Background: an optimization exercise with open tools, aiming at small area and few clock cycles per item. Do not read the settings as production practice.
In this exercise RTL edits were held to simulation tests only and were not proved equivalent to the original.
Power figures rest on the tool's default switching activity, not on a simulated workload.

Setup of run A:
==> flow/design.v <==
package bfp_pkg;
  localparam logic [3:0] COMP_METH_BFP = 4'd1;
  localparam int         RB_SAMPLES    = 24;
  localparam int         BEATS_PER_RB  = 6;
  function automatic logic [63:0] byte_reverse(input logic [63:0] d);
    for (int i = 0; i < 8; i++) byte_reverse[8*i +: 8] = d[56-8*i +: 8];
  endfunction
endpackage
module bfp_decomp (
  input  logic        clk,
  input  logic        rst,
  input  logic [63:0] s_axis_tdata,
  input  logic [7:0]  s_axis_tkeep,
  input  logic        s_axis_tvalid,
  output logic        s_axis_tready,
  input  logic        s_axis_tlast,
  input  logic [31:0] s_axis_tuser,
  output logic [63:0] m_axis_tdata,
  output logic [7:0]  m_axis_tkeep,
  output logic        m_axis_tvalid,
  output logic        m_axis_tlast,
  output logic [31:0] m_axis_tuser,
  input  logic [3:0]  ctrl_ud_comp_meth,
  input  logic [3:0]  ctrl_ud_iq_width
);
  logic        in_pkt_q, last_in_q, bfp_q, expd_q;
  logic [3:0]  iqw_q, exp_q;
  logic [2:0]  k_q;           
  logic [3:0]  r_q;           
  logic [6:0]  sh_q;          
  logic [59:0] beat_q;        
  logic [63:0] din;
  logic [123:0] cat;
  logic        acc, want_acc;
  logic        f_bfp, f_w15, f_ext, f_xo, f_eop;
  logic [3:0]  f_e, f_r;
  logic [6:0]  f_sh;
  logic        k5, xneed, ge_w, ge_w2, ge_2, m_xo, m_ext, lastseen, rb_left, nx;
  logic        fits_x, take_x, m_eop, cap;
  logic [4:0]  dw;
  logic [4:0]  wq5;
  logic [4:0]  xa;
  logic [3:0]  e_x;
  logic [1:0]  csel;
  logic [3:0]  rr [4];
  logic [3:0]  r_nxt, e_nxt;
  logic        bfp, ext, xo, eop;
  logic [3:0]  iqw, e;
  logic [4:0]  w;
  logic [6:0]  sh;
  logic [63:0] v;
  logic [63:3] v_q;           
  logic [3:0]  e_q2;
  logic [4:0]  ew_q2;
  logic [15:0] lo_keep, hi_fill;
  logic [3:0][15:0] smp;
  logic        unused_ok;
  assign unused_ok    = &{1'b0, s_axis_tkeep};
  assign m_axis_tkeep = 8'hFF;
  assign din = bfp_pkg::byte_reverse(s_axis_tdata);
  assign cat = {beat_q, din};
  assign f_bfp = (ctrl_ud_comp_meth == bfp_pkg::COMP_METH_BFP) && (ctrl_ud_iq_width != 4'd0);
  assign f_w15 = (ctrl_ud_iq_width == 4'd15);
  assign f_e   = f_bfp ? din[59:56] : 4'd0;
  assign f_ext = !f_bfp || !f_w15;
  assign f_xo  = f_bfp && f_w15;
  assign f_eop = !f_bfp && s_axis_tlast;
  assign f_r   = !f_bfp ? 4'd0 : f_w15 ? 4'd14 : 4'd14 - ctrl_ud_iq_width;
  assign f_sh  = f_bfp ? 7'd68 + {3'b0, ctrl_ud_iq_width} + {3'b0, f_e} : 7'd76;
  assign wq5   = bfp_q ? {1'b0, iqw_q} : 5'd16;
  assign k5    = (k_q == 3'd5);
  assign xneed = bfp_q && (k_q == 3'd0) && !expd_q;
  assign dw    = {1'b0, r_q} - {1'b0, iqw_q};
  assign ge_w  = !dw[4];
  assign ge_w2 = !dw[4] && (dw[3:1] != 3'd0);
  assign ge_2  = r_q >= 4'd2;
  assign want_acc = !in_pkt_q ? 1'b1 :
                    last_in_q ? 1'b0 :
                    !bfp_q    ? 1'b1 :
                    xneed     ? !ge_2 :
                    k5        ? !ge_w2 : !ge_w;
  assign s_axis_tready = want_acc;
  assign acc      = s_axis_tvalid && want_acc;
  assign m_xo     = xneed && (ge_2 || acc);
  assign m_ext    = !bfp_q ? acc : (!xneed && (ge_w || acc));
  assign lastseen = last_in_q || (acc && s_axis_tlast);
  assign rb_left  = acc ? (iqw_q == 4'd1 || iqw_q == 4'd2) : (iqw_q == 4'd1 && r_q >= 4'd9);
  assign nx       = !lastseen || rb_left;
  assign fits_x   = acc ? (dw != 5'b10001) : ge_w2;    
  assign take_x   = bfp_q && k5 && m_ext && nx && fits_x;
  assign m_eop    = m_ext && (bfp_q ? (k5 && !nx) : s_axis_tlast);
  assign cap      = m_xo || take_x;
  always_comb begin
    rr[0] = r_q;
    rr[1] = dw[3:0];
    rr[2] = dw[3:0] - 4'd2;
    rr[3] = r_q - 4'd2;
    csel = !bfp_q  ? 2'd0 :
           m_xo    ? 2'd3 :
           take_x  ? 2'd2 :
           m_ext   ? 2'd1 : 2'd0;
  end
  assign xa = 5'd16 - {1'b0, r_q} + (k5 ? {1'b0, iqw_q} : 5'd0);
  always_comb begin
    logic [123:0] s;
    s = cat;
    for (int k = 4; k >= 0; k--) if (xa[k]) s = s << (4 << k);
    e_x = s[123:120];
  end
  assign r_nxt = in_pkt_q ? rr[csel] : f_r;
  assign e_nxt = in_pkt_q ? (cap ? e_x : exp_q) : f_e;
  assign bfp = in_pkt_q ? bfp_q : f_bfp;
  assign iqw = in_pkt_q ? iqw_q : ctrl_ud_iq_width;
  assign w   = bfp ? {1'b0, iqw} : 5'd16;
  assign e   = in_pkt_q ? (bfp_q ? exp_q : 4'd0) : f_e;
  assign sh  = in_pkt_q ? sh_q : f_sh;
  assign ext = acc && !in_pkt_q ? f_ext : m_ext && in_pkt_q;
  assign xo  = in_pkt_q ? m_xo : (acc && f_xo);
  assign eop = in_pkt_q ? m_eop : (acc && f_eop);
  always_comb begin
    logic [139:0] s;
    s = {16'd0, cat};
    for (int k = 6; k >= 0; k--) if (sh[k]) s = s << (1 << k);
    v = s[139:76];
  end
  always_comb begin
    for (int j = 0; j < 16; j++) begin
      lo_keep[j] = (5'(j) >= {1'b0, e_q2});
      hi_fill[j] = (5'(j) >= ew_q2);
    end
  end
  always_comb begin
    for (int i = 0; i < 4; i++) begin
      logic [63:0] s;
      logic [15:0] f;
      logic        t;
      s = {v_q, 3'b000};
      for (int k = 3; k >= 0; k--) if (iqw_q[k]) s = s << (i << k);
      f  = (bfp_q || i == 0) ? s[63:48] : beat_q[63-16*i -: 16];
      t = 1'b0;
      for (int j = 0; j < 16; j++) begin
        t = hi_fill[j] ? t : f[j];
        smp[i][j] = lo_keep[j] & t;
      end
    end
  end
  always_ff @(posedge clk or posedge rst) begin
    if (rst) begin
      in_pkt_q      <= 1'b0;
      last_in_q     <= 1'b0;
      expd_q        <= 1'b0;
      k_q           <= '0;
      r_q           <= '0;
      m_axis_tvalid <= 1'b0;
      m_axis_tlast  <= 1'b0;
    end else begin
      m_axis_tvalid <= ext;
      m_axis_tlast  <= eop;
      if (acc) in_pkt_q <= 1'b1;
      if (acc && s_axis_tlast) last_in_q <= 1'b1;
      if (!in_pkt_q) begin
        if (acc) begin
          r_q    <= f_r;
          expd_q <= f_xo;
          k_q    <= (f_bfp && !f_xo) ? 3'd1 : 3'd0;
        end
      end else begin
        r_q <= rr[csel];
        if (cap) expd_q <= 1'b1;
        else if (m_ext) expd_q <= 1'b0;
        if (m_ext && bfp_q) k_q <= k5 ? 3'd0 : k_q + 3'd1;
      end
      if (eop) begin
        in_pkt_q  <= 1'b0;
        last_in_q <= 1'b0;
        expd_q    <= 1'b0;
        k_q       <= '0;
        r_q       <= '0;
      end
    end
  end
  assign m_axis_tdata = bfp_pkg::byte_reverse({smp[0], smp[1], smp[2], smp[3]});
  always_ff @(posedge clk) begin
    if (!in_pkt_q) begin
      bfp_q        <= f_bfp;
      iqw_q        <= ctrl_ud_iq_width;
      m_axis_tuser <= s_axis_tuser;
    end
    exp_q <= e_nxt;
    sh_q  <= {1'b0, ~r_nxt, 2'b00} + {2'b0, w} + {3'b0, e_nxt};
    if (acc) beat_q <= din[59:0];
    v_q   <= v[63:3];
    e_q2  <= e;
    ew_q2 <= {1'b0, e} + w;
  end
endmodule
export LEC_CHECK = 0
export ABC_AREA = 1
export CAP_MARGIN = 20
export CORE_MARGIN = 2
export CORE_UTILIZATION = 40
export CTS_BUF_LIST = sky130_fd_sc_hd__clkbuf_8
export CTS_CLUSTER_DIAMETER = 40
export SLEW_MARGIN = 20
create_clock -name core_clock -period 8.0 [get_ports {clk}]
standard.sh (not shown) runs the stock make flow with config.mk's settings and CLKGATE_MAP_FILE= SYNTH_SCRIPT=/design/flow/synth_recipe.tcl, a recipe that flattens the netlist after the stock synthesis.
==> flow/flow/run.sh <==
#!/bin/bash
# The standard layout (standard.sh), with two changes to how it is made:
#  - Yosys's ABC maps the logic with an area-oriented script (flow/abc_area.script,
#    used in place of ORFS's abc_area.script; ABC_AREA is 1). Registers are
#    mapped before ABC runs, so they are the standard synthesis's.
#  - the port buffers are sky130_fd_sc_hd__buf_1 cells.
# Each tool's output is in orfs/logs; standard.sh's own output in standard_flow.log.
set -euo pipefail
here=$(pwd)
rm -rf "$here/orfs_scripts"
cp -r "$FLOW_HOME/scripts" "$here/orfs_scripts"
cp "$here/flow/abc_area.script" "$here/orfs_scripts/abc_area.script"
export SCRIPTS_DIR="$here/orfs_scripts"
export BUFFER_PORTS_ARGS="-buffer_cell sky130_fd_sc_hd__buf_1"
bash standard.sh > standard_flow.log 2>&1
==> flow/flow/abc_area.script <==
strash
&get -n
&deepsyn -T 20
&put
dch
amap
topo
stime -c
Run A | status: complete | timing, DRC, antenna: pass
Testbench counts of run A, summed over its fixed seeds: cycles 10,627, items 10,579.
#### Input delta (run B over run A)
- CTS_CLUSTER_DIAMETER removed (was 40)
## What came out
Re worst clock skew: no difference whatsoever between run A and run B. Run B -> run A: number of register bits inferred by synthesis delta 0, exact match. Diff run B..run A | die span in x | unchanged. Diff run A..run B | area after synthesis | unchanged. There was hardly any difference in count of clock-buffer cells in the layout between run A and run B. Comparing run B with run A, the wire length of the first global-routing pass came out essentially unchanged. Synthesized cell count: run B vs run A identical. Comparing run A against run B, there is no change at all in initial antenna violation count. Taking run A as the reference, in run B fill cell total of the finished layout did not really move, number of gates given a new drive strength after cts neither gained nor lost much.
diff inputs: run B => run C
- CTS_CLUSTER_SIZE now 10, previously not set
### Flow results
Diff run B..run C | area after synthesis | unchanged. From run C to run B, number of clock buffers in the layout did not move at all. Run B -> run C: sequential share of layout area flat. Count of unique library cells instantiated by Yosys essentially unchanged between run C and run B. Comparing run C against run B, there is no change at all in design area. Run B -> run C: setup TNS delta 0, exact match. Reported for run C and run B, total CTS buffers turned out identical to the last digit.
Edits applied to the flow inputs when going from run C to run D:
- CTS_CLUSTER_SIZE: 10 -> unset
- CTS_BUF_LIST: sky130_fd_sc_hd__clkbuf_8 -> unset
Findings:
Result: PASS for each of run D and run C
The lower total power came out of run C.
Delta (run D minus run C): first-pass GRT wire length was more or less identical; complex-gate fraction of the synthesized area was more or less identical; clock share of power went up by 2.2 points.
Remaining max-slew budget at the tightest pin delta (run D − run C): unfavourable
Via count of the routed design delta (run D -> run C): insignificant
Per the comparison of run D with run C, required time of the critical path roughly the same, post-route standard cell area excluding fillers up about 1.2%, smallest setup slack after layout now smaller, final wirelength rose 270 um.

[separate check: timing with driven ports]
The flow's constraints put no driver on any port. The routed layouts listed below were extracted and timed again, unchanged, in two steps. Step 1, drivers: a clkbuf_16 drives clk and a buf_2 each remaining input, both assumed. Step 2 times the ports against the registers' clock, not the clock port: input delays grow and output delays shrink by t, the midpoint of the rising clock arrivals with the driver on. a / b / c = ideal / step 1 / step 2; a / b = the first two.
run	shift t [ns]	setup slack, ns	worst setup path after step 2	cell pins on the clock port's net
run A	0.562	0.338 / 0.287 / 0.777	input to register	1
run B	0.562	0.338 / 0.287 / 0.777	input to register	1
run C	0.562	0.338 / 0.287 / 0.777	input to register	1
run D	0.512	0.274 / 0.219 / 0.731	register to output	1
After both steps every run listed still meets setup and hold.
